What follows belongs to an exercise in optimizing a design on an open flow for small area, a short achievable clock period and few clock cycles per item; a production flow would make more cautious choices.
Function was checked by simulation only, so behaviour that the tests miss may differ from the original.

==> flow/design.v (excerpt) <==
module ascon_inv_permutation
(
  input  logic         clk,
  input  logic         rst,
  input  logic         in_valid,
  output logic         in_ready,
  input  logic [319:0] in_state,
  input  logic [3:0]   in_rounds,
  output logic         out_valid,
  input  logic         out_ready,
  output logic [319:0] out_state,
  output logic         busy
);
  logic [319:0] r_a, r_b;
  logic [319:0] w_lin, w_sbox;
  logic         r_va, r_da;
  logic [3:0]   r_ra, r_ia;
  logic         r_vb;
  logic [3:0]   r_rb, r_ib;
  logic         r_rb_is1, r_rb_le7, r_rb_le9;
  logic         r_ready, r_ov, r_busy;
  logic         w_is6, w_is8, w_is12;
  logic [3:0]   w_a;
  logic         w_stall, w_acc;
  logic         n_va, n_da, n_vb, n_ready;
  assign w_stall = r_ov & ~out_ready;
  assign w_acc   = in_valid & in_ready;
  assign w_is6  = (in_rounds == 4'd6);
  assign w_is8  = (in_rounds == 4'd8);
  assign w_is12 = ~w_is6 & ~w_is8;
  assign w_a    = w_is6 ? 4'd6 : (w_is8 ? 4'd8 : 4'd12);
  ascon_inv_lin u_lin (
    .i_state (r_a),
    .o_state (w_lin)
  );
  ascon_inv_sbox u_sbox (
    .i_state (r_b),
    .i_rc    (ascon_pkg::rc_tab(r_ib)),
    .o_state (w_sbox)
  );
  ...
Size: about 5300 cells after synthesis, about 660 flip-flops, about 650 I/O pins.
clock: 7.0 ns
lec_check: 0
cap_margin: 20
core_margin: 2
core_utilization: 40
cts_buf_list: sky130_fd_sc_hd__clkbuf_8
setup_slack_margin: 4.0
slew_margin: 20
standard.sh (not shown) runs the stock make flow with config.mk's settings and CLKGATE_MAP_FILE= SYNTH_SCRIPT=/design/flow/synth_recipe.tcl, a recipe that flattens the netlist after the stock synthesis.
==> flow/flow/run.sh <==
#!/bin/bash
# The standard ORFS layout (the standard.sh, all steps, standard synthesis),
# with one change: the buffers that buffer_ports puts on every input and output
# port are buf_1 cells instead of the default delay-buffer cell.
set -euo pipefail
export BUFFER_PORTS_ARGS="-buffer_cell sky130_fd_sc_hd__buf_1"
bash standard.sh finish > standard_flow.log 2>&1
The starting point finished clean.
Testbench counts at the start, summed over its fixed seeds: cycles 10,530, items 960.
==> next run, changes <==
CORE_UTILIZATION = 50   (was 40)
SETUP_SLACK_MARGIN = 3.5   (was 4.0)
=> The changed run finished clean. Maximum frequency is lower by 11%. Utilization decreases by 2.0 points. Worst setup slack loses 0.41 ns. Routed wire length shrinks by 8.7%. Die area shrinks by 20%. Area after synthesis stays the same. Via count fell by 12%.
==> next run, changes <==
CORE_UTILIZATION = 40   (was 50)
GPL_ROUTABILITY_DRIVEN = 0   (was default)
SETUP_SLACK_MARGIN = 3.8   (was 3.5)
=>
- worst hold slack got worse by 0.034 ns
- routed wire length shrinks by 1.5%
==> next run, changes <==
GPL_ROUTABILITY_DRIVEN = default   (was 0)
PLACE_DENSITY = 0.72   (was default)
=> The changed run finished with timing, DRC and antenna clean. Synthesized cell count stays the same. Synthesized area is unchanged. Flip-flop and latch count stays the same. Final area went up by 1.3%. Die area stays the same.
==> next run, changes <==
==> flow/flow/run.sh (replaced) <==
#!/bin/bash
# The standard ORFS layout (the standard.sh, all steps, standard synthesis),
# with one change: the buffers that buffer_ports puts on every input and output
# port are buf_2 cells instead of the default delay-buffer cell.
set -euo pipefail
export BUFFER_PORTS_ARGS="-buffer_cell sky130_fd_sc_hd__buf_2"
bash standard.sh finish > standard_flow.log 2>&1
CTS_BUF_LIST = default   (was sky130_fd_sc_hd__clkbuf_8)
PLACE_DENSITY = default   (was 0.72)
SETUP_SLACK_MARGIN = 3.5   (was 3.8)
Area after synthesis is unchanged.
Sequential share of layout area came out higher by 1.6 points.
Setup slack got worse by 0.18 ns.
Die area is unchanged.
First-iteration DRC count fell by about 3%.
Cell count fell by 4.4%.
==> next run, changes <==
==> flow/flow/run.sh (replaced) <==
#!/bin/bash
# The standard ORFS layout (the standard.sh, all steps, standard synthesis),
# with one change: the buffers that buffer_ports puts on every input and output
# port are buf_1 cells instead of the default delay-buffer cell.
set -euo pipefail
export BUFFER_PORTS_ARGS="-buffer_cell sky130_fd_sc_hd__buf_1"
bash standard.sh finish > standard_flow.log 2>&1
CORE_UTILIZATION = 60   (was 40)
CTS_BUF_LIST = sky130_fd_sc_hd__clkbuf_8   (was default)
PLACE_DENSITY = 0.8   (was default)
SETUP_SLACK_MARGIN = 3.8   (was 3.5)
Result: Hold slack gains 0.010 ns; routed wire length is lower by 3.8%; synthesized area does not change; via count rose by 7.1%.

-- separate check: timing with driven ports --
The results above use ideal ports. As a check the final layouts listed here were re-extracted and re-timed, cells and wires unchanged.
Step 1 sets driving cells, clkbuf_16 on the clock port and buf_2 on the other inputs (assumed; they add their load-dependent delay and slew).
Step 2 adds t to the input delays and takes it off the output delays; t is the mean of the earliest and latest rising clock arrival at the registers after step 1. Input paths then give back, and output paths get back, about the clock's delay inside the block.
Three values: ideal, step 1, step 2; two values: the first two.
run | shift t [ns] | setup slack, ns | worst setup path at the end | slew at the worst register clock pin (ns) | pins driven straight from the clock port
the first run | 1.012 | 3.760 / 3.702 / 3.182 | input to register | 0.08 / 0.08 | 1
the second run | 0.960 | 3.349 / 3.349 / 3.324 | input to register | 0.07 / 0.07 | 1
the third run | 0.978 | 3.669 / 3.669 / 3.222 | input to register | 0.09 / 0.09 | 1
the fourth run | 0.988 | 3.564 / 3.564 / 3.110 | input to register | 0.08 / 0.08 | 1
the fifth run | 0.796 | 3.386 / 3.386 / 3.306 | input to register | 0.07 / 0.07 | 1
the sixth run | 0.898 | 3.580 / 3.580 / 3.249 | input to register | 0.08 / 0.08 | 1
After both steps every run listed still meets setup and hold. The setup slack of the first run, which loses most, moves by -0.058 ns with the drivers and by -0.578 ns with both steps.
